Context: an optimization exercise on an open-source flow, tuned for small area. The choices shown serve that exercise and are no tape-out recipe. Function was checked by simulation only, so behaviour that the tests miss may differ from the original. No activity file was given, so power comes from the tool's default toggle rates.

File: design.v
module clock_divider_channel #(
    parameter int CFG_W          = 32,
    parameter int DEFAULT_PERIOD = 1000
) (
    input  logic             clk_i,
    input  logic             reset_n_i,
    input  logic             enable_i,
    input  logic             sync_i,
    input  logic             cfg_we_i,
    input  logic [CFG_W-1:0] cfg_period_i,
    input  logic [CFG_W-1:0] cfg_high_i,
    input  logic [CFG_W-1:0] cfg_phase_i,
    output logic             pending_o,
    output logic             clock_o,
    output logic             rise_o,
    output logic             fall_o
);
    localparam logic [CFG_W-1:0] MIN_PERIOD = 2;
    localparam logic [CFG_W-1:0] DEF_P      = DEFAULT_PERIOD;
    localparam logic [CFG_W-1:0] RST_PERIOD = (DEF_P < MIN_PERIOD) ? MIN_PERIOD : DEF_P;
    localparam logic [CFG_W-1:0] RST_HIGH   = DEF_P >> 1;
    logic [CFG_W-1:0] act_period_q, act_high_q, act_phase_q;
    logic [CFG_W-1:0] act_period_d, act_high_d, act_phase_d;
    logic [CFG_W-1:0] sh_period_q,  sh_high_q,  sh_phase_q;
    logic [CFG_W-1:0] sh_period_d,  sh_high_d,  sh_phase_d;
    logic [CFG_W-1:0] use_period,   use_high,   use_phase;
    logic [CFG_W-1:0] san_period,   san_phase;
    logic             pending_q, pending_d;
    logic [CFG_W-1:0] cnt_q, cnt_d;
    logic             clock_q, clock_d;
    logic             rise_q, rise_d;
    logic             fall_q, fall_d;
    logic             en_q;
    logic             en_rise;
    logic             restart;
    logic             wrap;
    logic             apply;
    always_comb begin
        san_period = (cfg_period_i < MIN_PERIOD) ? MIN_PERIOD : cfg_period_i;
        san_phase  = (cfg_phase_i >= san_period) ? '0 : cfg_phase_i;
        en_rise = enable_i & ~en_q;
        restart = enable_i & (en_rise | sync_i);
        wrap    = (cnt_q >= (act_period_q - 1'b1));
        apply   = pending_q & (~enable_i | restart | wrap);
        use_period = apply ? sh_period_q : act_period_q;
        use_high   = apply ? sh_high_q   : act_high_q;
        use_phase  = apply ? sh_phase_q  : act_phase_q;
        act_period_d = use_period;
        act_high_d   = use_high;
        act_phase_d  = use_phase;
        sh_period_d  = sh_period_q;
        sh_high_d    = sh_high_q;
        sh_phase_d   = sh_phase_q;
        pending_d    = pending_q & ~apply;
        if (cfg_we_i && !pending_q) begin
            sh_period_d = san_period;
            sh_high_d   = cfg_high_i;
            sh_phase_d  = san_phase;
            pending_d   = 1'b1;
        end
        if (!enable_i) begin
            cnt_d = '0;
        end else if (restart) begin
            cnt_d = use_phase;
        end else if (wrap) begin
            cnt_d = '0;
        end else begin
            cnt_d = cnt_q + 1'b1;
        end
        clock_d = enable_i & (cnt_d < use_high);
        rise_d  = clock_d & ~clock_q;
        fall_d  = ~clock_d & clock_q;
    end
    always_ff @(posedge clk_i) begin
        if (!reset_n_i) begin
            act_period_q <= RST_PERIOD;
            act_high_q   <= RST_HIGH;
            act_phase_q  <= '0;
            sh_period_q  <= RST_PERIOD;
            sh_high_q    <= RST_HIGH;
            sh_phase_q   <= '0;
            pending_q    <= 1'b0;
            cnt_q        <= '0;
            clock_q      <= 1'b0;
            rise_q       <= 1'b0;
            fall_q       <= 1'b0;
            en_q         <= 1'b0;
        end else begin
            act_period_q <= act_period_d;
            act_high_q   <= act_high_d;
            act_phase_q  <= act_phase_d;
            sh_period_q  <= sh_period_d;
            sh_high_q    <= sh_high_d;
            sh_phase_q   <= sh_phase_d;
            pending_q    <= pending_d;
            cnt_q        <= cnt_d;
            clock_q      <= clock_d;
            rise_q       <= rise_d;
            fall_q       <= fall_d;
            en_q         <= enable_i;
        end
    end
    assign pending_o = pending_q;
    assign clock_o   = clock_q;
    assign rise_o    = rise_q;
    assign fall_o    = fall_q;
endmodule
module clock_divider_array
#(
    parameter int NCH            = 4,
    parameter int WIDTH          = 32,
    parameter int DEFAULT_PERIOD = 1000,
    parameter int CHW            = (NCH > 1) ? $clog2(NCH) : 1
) (
    input  logic             clk,
    input  logic             reset_n,
    input  logic [NCH-1:0]   enable,
    input  logic             sync,
    input  logic             cfg_valid,
    output logic             cfg_ready,
    input  logic [CHW-1:0]   cfg_ch,
    input  logic [WIDTH-1:0] cfg_period,
    input  logic [WIDTH-1:0] cfg_high,
    input  logic [WIDTH-1:0] cfg_phase,
    output logic [NCH-1:0]   pending,
    output logic [NCH-1:0]   clock,
    output logic [NCH-1:0]   rise,
    output logic [NCH-1:0]   fall
);
    localparam int NPAD  = 1 << CHW;
    localparam int CFG_W = 32;
    logic [NPAD-1:0]  pending_pad;
    logic [CFG_W-1:0] period_w;
    logic [CFG_W-1:0] high_w;
    logic [CFG_W-1:0] phase_w;
    assign period_w = cfg_period;
    assign high_w   = cfg_high;
    assign phase_w  = cfg_phase;
    always_comb begin
        pending_pad          = '0;
        pending_pad[NCH-1:0] = pending;
        cfg_ready            = ~pending_pad[cfg_ch];
    end
    for (genvar i = 0; i < NCH; i++) begin : g_ch
        logic cfg_we;
        assign cfg_we = cfg_valid & (cfg_ch == CHW'(i));
        clock_divider_channel #(
            .CFG_W          (CFG_W),
            .DEFAULT_PERIOD (DEFAULT_PERIOD)
        ) u_ch (
            .clk_i        (clk),
            .reset_n_i    (reset_n),
            .enable_i     (enable[i]),
            .sync_i       (sync),
            .cfg_we_i     (cfg_we),
            .cfg_period_i (period_w),
            .cfg_high_i   (high_w),
            .cfg_phase_i  (phase_w),
            .pending_o    (pending[i]),
            .clock_o      (clock[i]),
            .rise_o       (rise[i]),
            .fall_o       (fall[i])
        );
    end
endmodule
File: config.mk
export PLATFORM = sky130hd
export DESIGN_NAME = clock_divider_array
export DESIGN_NICKNAME = clock_divider_array
export VERILOG_FILES = /design/flow/design.v
export SDC_FILE = /design/flow/constraint.sdc
export NUM_CORES = 4
export LEC_CHECK = 0
export CAP_MARGIN = 20
export CORE_MARGIN = 2
export CORE_UTILIZATION = 40
export SLEW_MARGIN = 20
File: run.sh
#!/bin/bash
# synth_recipe.tcl (not shown) runs the flow's synth.tcl, then flattens the netlist and writes it again
# the make line also repeats each setting of config.mk as NAME=value (left out here)
make -C /OpenROAD-flow-scripts/flow DESIGN_CONFIG=/design/flow/config.mk WORK_HOME=/design/flow/orfs CLKGATE_MAP_FILE= SYNTH_SCRIPT=/design/flow/synth_recipe.tcl finish
File: constraint.sdc
create_clock -name core_clock -period 7.0 [get_ports {clk}]
set_input_delay 1.4000 -clock core_clock [delete_from_list [all_inputs] [get_ports {clk}]]
set_output_delay 1.4000 -clock core_clock [all_outputs]
set_load 0.01 [all_outputs]
==> run summary <==
status=complete, no violations; f_max=149 MHz; first drt pass iteration count=8; placeable core region=0.107 mm2; clock skew=0.0243 ns; die width=331 um; Post-DP HPWL=102000 um; I/O Buffers=122; Die Span Y=331 um; DRC viols=0; Mean Syn Cell Area=8.76 um2; largest net degree at the start of global routing=197; Vias=36204; min cycle time layout=6.71 ns; Worst-Margin Slew=1.02 ns; row count=120; CTS buffer count=96; Req. time, crit path=7.58 ns; fraction of registers with async set or reset after synthesis=0%; total gr overflow=0; EDFF count, synth=0; fin nets=5327; max-cap violation count=0; antenna-violating nets left=0; leading cell type in the layout, fill and taps excluded=dfxtp_1; full die area=0.110 mm2; Clk pwr share=45.3%; Clock transition at path regs=0.07 ns; Worst Setup End Kind=register; setup_tns=0 ns; GP Congestion=0.922; WL per Instance=23.4 um; pre-CTS WS=-0.0572 ns; worst hold path class=reg -> reg; Seq pwr share=47.2%; Syn Inst Count=4895; PnR worst setup slack=0.291 ns; initial antenna violation count=5; Power Total=11.4 mW; layout cells sized above 1=7.43%; Final Util=46.2%; Syn Std Cell Area=0.0429 mm2; Logic pwr share=7.4%; Max FO, Critical Path=15; pwr dens=230 mW/mm2; CTS Hold Bufs=0; FF+latch count, synth=916; slew margin rel.=30.2%; Max IR drop VDD=0.159 mV; Total GRT Usage=26.3%; initial DRC count=3619; Pins Over Slew Limit=0; Synth Flop Type=dfxtp_1; CTS tree=done; Leak=20.7 nW; P&R area growth vs syn=15.1%; number of global-route vias before repair=33627; I/O pins=123; total number of H-tree levels=3; most frequent cells in the layout=dfxtp_1, nand2_1, nor2_1; WS Path Type=reg -> reg; sequential element share of the synthesized area=42.8%; Netlist cell types=72; RSZ-0062 raised after global routing=true; final hold violation count=0; syn nets=5293; Arrival @ worst endpoint=7.28 ns; Switching Fraction=25.0%; worst-skew pair later-pin latency=0.67 ns; Period Utilization, post-route=95.8%; Yosys warnings=2; Critical Path Source Type=register; final WL=150000 um; Vias per Instance=5.65; Setup violations, final=0; P_sw=2.85 mW; CTS Buffer Depth=3; CTS sink count=916; Pint=8.52 mW; final hold slack=0.446 ns; clk root buf=clkbuf_16; Initial Util=40.2%; first-pass GRT wire length=219000 um
-- cell type report --
| class | count | area (um2) |
|---|---|---|
| Tap cell | 1403 | 1760 |
| Sequential cell | 916 | 18300 |
| Clock inverter | 29 | 283 |
| Inverter | 65 | 251 |
| Timing Repair Buffer | 263 | 2530 |
| Antenna cell | 3 | 7.51 |
| Fill cell | 10303 | 57400 |
| Clock buffer | 145 | 2870 |
| Multi-Input combinational cell | 3587 | 23300 |
-- registers in the layout, indices dropped and copies added (netlist names) --
name	cells
g_ch.u_ch.act_high_q	128
g_ch.u_ch.pending_q	4
g_ch.u_ch.sh_phase_q	128
g_ch.u_ch.act_phase_q	128
g_ch.u_ch.rise_q	4
g_ch.u_ch.act_period_q	128
g_ch.u_ch.fall_q	4
g_ch.u_ch.sh_high_q	128
g_ch.u_ch.clock_q	4
g_ch.u_ch.en_q	4
g_ch.u_ch.cnt_q	128
g_ch.u_ch.sh_period_q	128
-- stage by stage --
step	area, um2	cells
after detailed placement	45800	6219
after global routing	49400	6408
final	49400	6411
after global placement	45800	6219
after CTS	49000	6393
after floorplan	42900	4895
-- kinds of logic (layout without fill, tap and decap cells) --
kind of cell,Yosys count,count (layout),synth area share (%)
AO/OA/AOI/OAI,881,881,13.1
XOR/XNOR,239,239,4.88
adder cells (fa/ha/maj),292,292,8.52
buffers and inverters,392,502,3.70
flip-flops,916,916,42.8
multiplexers,324,324,7.57
other,0,3,0
AND/OR/NAND/NOR,1851,1851,19.4
-- path summary, 6_finish.rpt --
check | start | to | slack (ns) | depth (start not counted)
min | g_ch[1].u_ch.sh_period_q[18] | g_ch[1].u_ch.act_period_q[18] | 0.45 | 2
min reg2reg | g_ch[1].u_ch.sh_period_q[18] | g_ch[1].u_ch.act_period_q[18] | 0.45 | 2
max reg2reg | g_ch[0].u_ch.act_period_q[2] | g_ch[0].u_ch.rise_q | 0.29 | 26
max | g_ch[0].u_ch.act_period_q[2] | g_ch[0].u_ch.rise_q | 0.29 | 26
-- routing by layer --
metal / global-route usage [%] / part of all wire, % / routed length (um)
met2: 40.0 / 43 / 64500
met1: 36.4 / 45 / 67800
met3: 4.68 / 7.0 / 10500
met4: 12.0 / 4.8 / 7180
met5: 0 / 0.046 / 69
-- what timing repair did --
| item | CTS | global route |
|---|---|---|
| cloned | 0 | 3 |
| buffers inserted | 0 | 12 |
| pin swaps | 0 | 10 |
| gates resized for setup | 3 | 49 |
| setup endpoints to repair | 3 | 12 |
-- worst max-delay path, stage by stage (launching register included) --
cell      delay [ns]
dfxtp_1         0.35
or3_4           0.41
or4_4           0.46
or3_4           0.37
nand2b_4        0.17
or4_4           0.51
nand2b_4        0.19
nor4_4          0.18
xnor2_1         0.12
ha_1            0.30
and4_1          0.23
nand4_1         0.13
or3_1           0.41
a41oi_2         0.25
o21ai_4         0.13
buf_12          0.19
mux2i_2         0.19
o22ai_1         0.11
ha_1            0.34
a211oi_1        0.24
nor2_1          0.08
o211ai_1        0.18
a21boi_1        0.12
o31ai_2         0.37
and4_1          0.27
nand3b_1        0.10
o32ai_2         0.22
-- cell usage after synthesis, types with 5 or more instances --
| master | instances | area (um2) |
|---|---|---|
| nand2_1 | 779 | 2920 |
| nand2b_1 | 20 | 125 |
| xor2_1 | 100 | 876 |
| nand4_1 | 65 | 407 |
| nand3_1 | 286 | 1430 |
| o21bai_1 | 6 | 45.0 |
| dfxtp_1 | 916 | 18300 |
| a21oi_1 | 347 | 1740 |
| buf_2 | 29 | 145 |
| nor3_1 | 57 | 285 |
| o32ai_1 | 7 | 61.3 |
| o22ai_1 | 162 | 1010 |
| a2111oi_0 | 10 | 87.6 |
| o22a_1 | 6 | 52.6 |
| buf_1 | 17 | 63.8 |
| and3_1 | 34 | 213 |
| and2_1 | 70 | 438 |
| and4_1 | 12 | 105 |
| a31oi_1 | 6 | 37.5 |
| inv_1 | 64 | 240 |
| ha_1 | 292 | 3650 |
| clkbuf_1 | 260 | 976 |
| mux2i_1 | 321 | 3210 |
| nor2_1 | 406 | 1520 |
| o2111ai_1 | 6 | 52.6 |
| or4_1 | 13 | 97.6 |
| xnor2_1 | 139 | 1220 |
| o41ai_1 | 130 | 1140 |
| nor4_1 | 45 | 282 |
| nor2b_1 | 19 | 119 |
| a221oi_1 | 5 | 43.8 |
| o21a_1 | 13 | 97.6 |
| a21o_1 | 50 | 375 |
| o211ai_1 | 31 | 233 |
| buf_4 | 21 | 158 |
| or3_1 | 13 | 81.3 |
| o21ai_0 | 57 | 285 |
| a211oi_1 | 16 | 120 |
| nand3b_1 | 5 | 37.5 |
-- power groups by stage --
stage / combinational (mW) / clock [mW] / sequential, mW
global placement: 0.811 / 0 / 5.48
global route: 0.888 / 5.43 / 5.37
finish: 0.847 / 5.15 / 5.37
CTS: 0.820 / 5.21 / 5.37
floorplan: 0.418 / 0 / 5.46
detailed placement: 0.817 / 0 / 5.48

separate check: timing with driven ports:
How much do the figures lean on ideal ports? The routed layout below was timed once more, with nothing changed but the port constraints.
Step 1, drivers: a clkbuf_16 drives clk and a buf_2 each remaining input, both assumed.
Step 2 also shifts input and output timing later by t, the mid clock arrival at the registers, as if the neighbouring blocks saw the same clock.
a / b / c = ideal / step 1 / step 2; a / b = the first two.
t, ns: 0.738
setup WS [ns]: 0.291 / 0.291 / 0.291
worst setup path after step 2: register to register
worst data-port slew with drivers (ns): 0.07
pins driven straight from the clock port: 1
After both steps this run still meets setup and hold. The setup slack of this run moves by 0.000 ns with the drivers and by 0.000 ns with both steps.
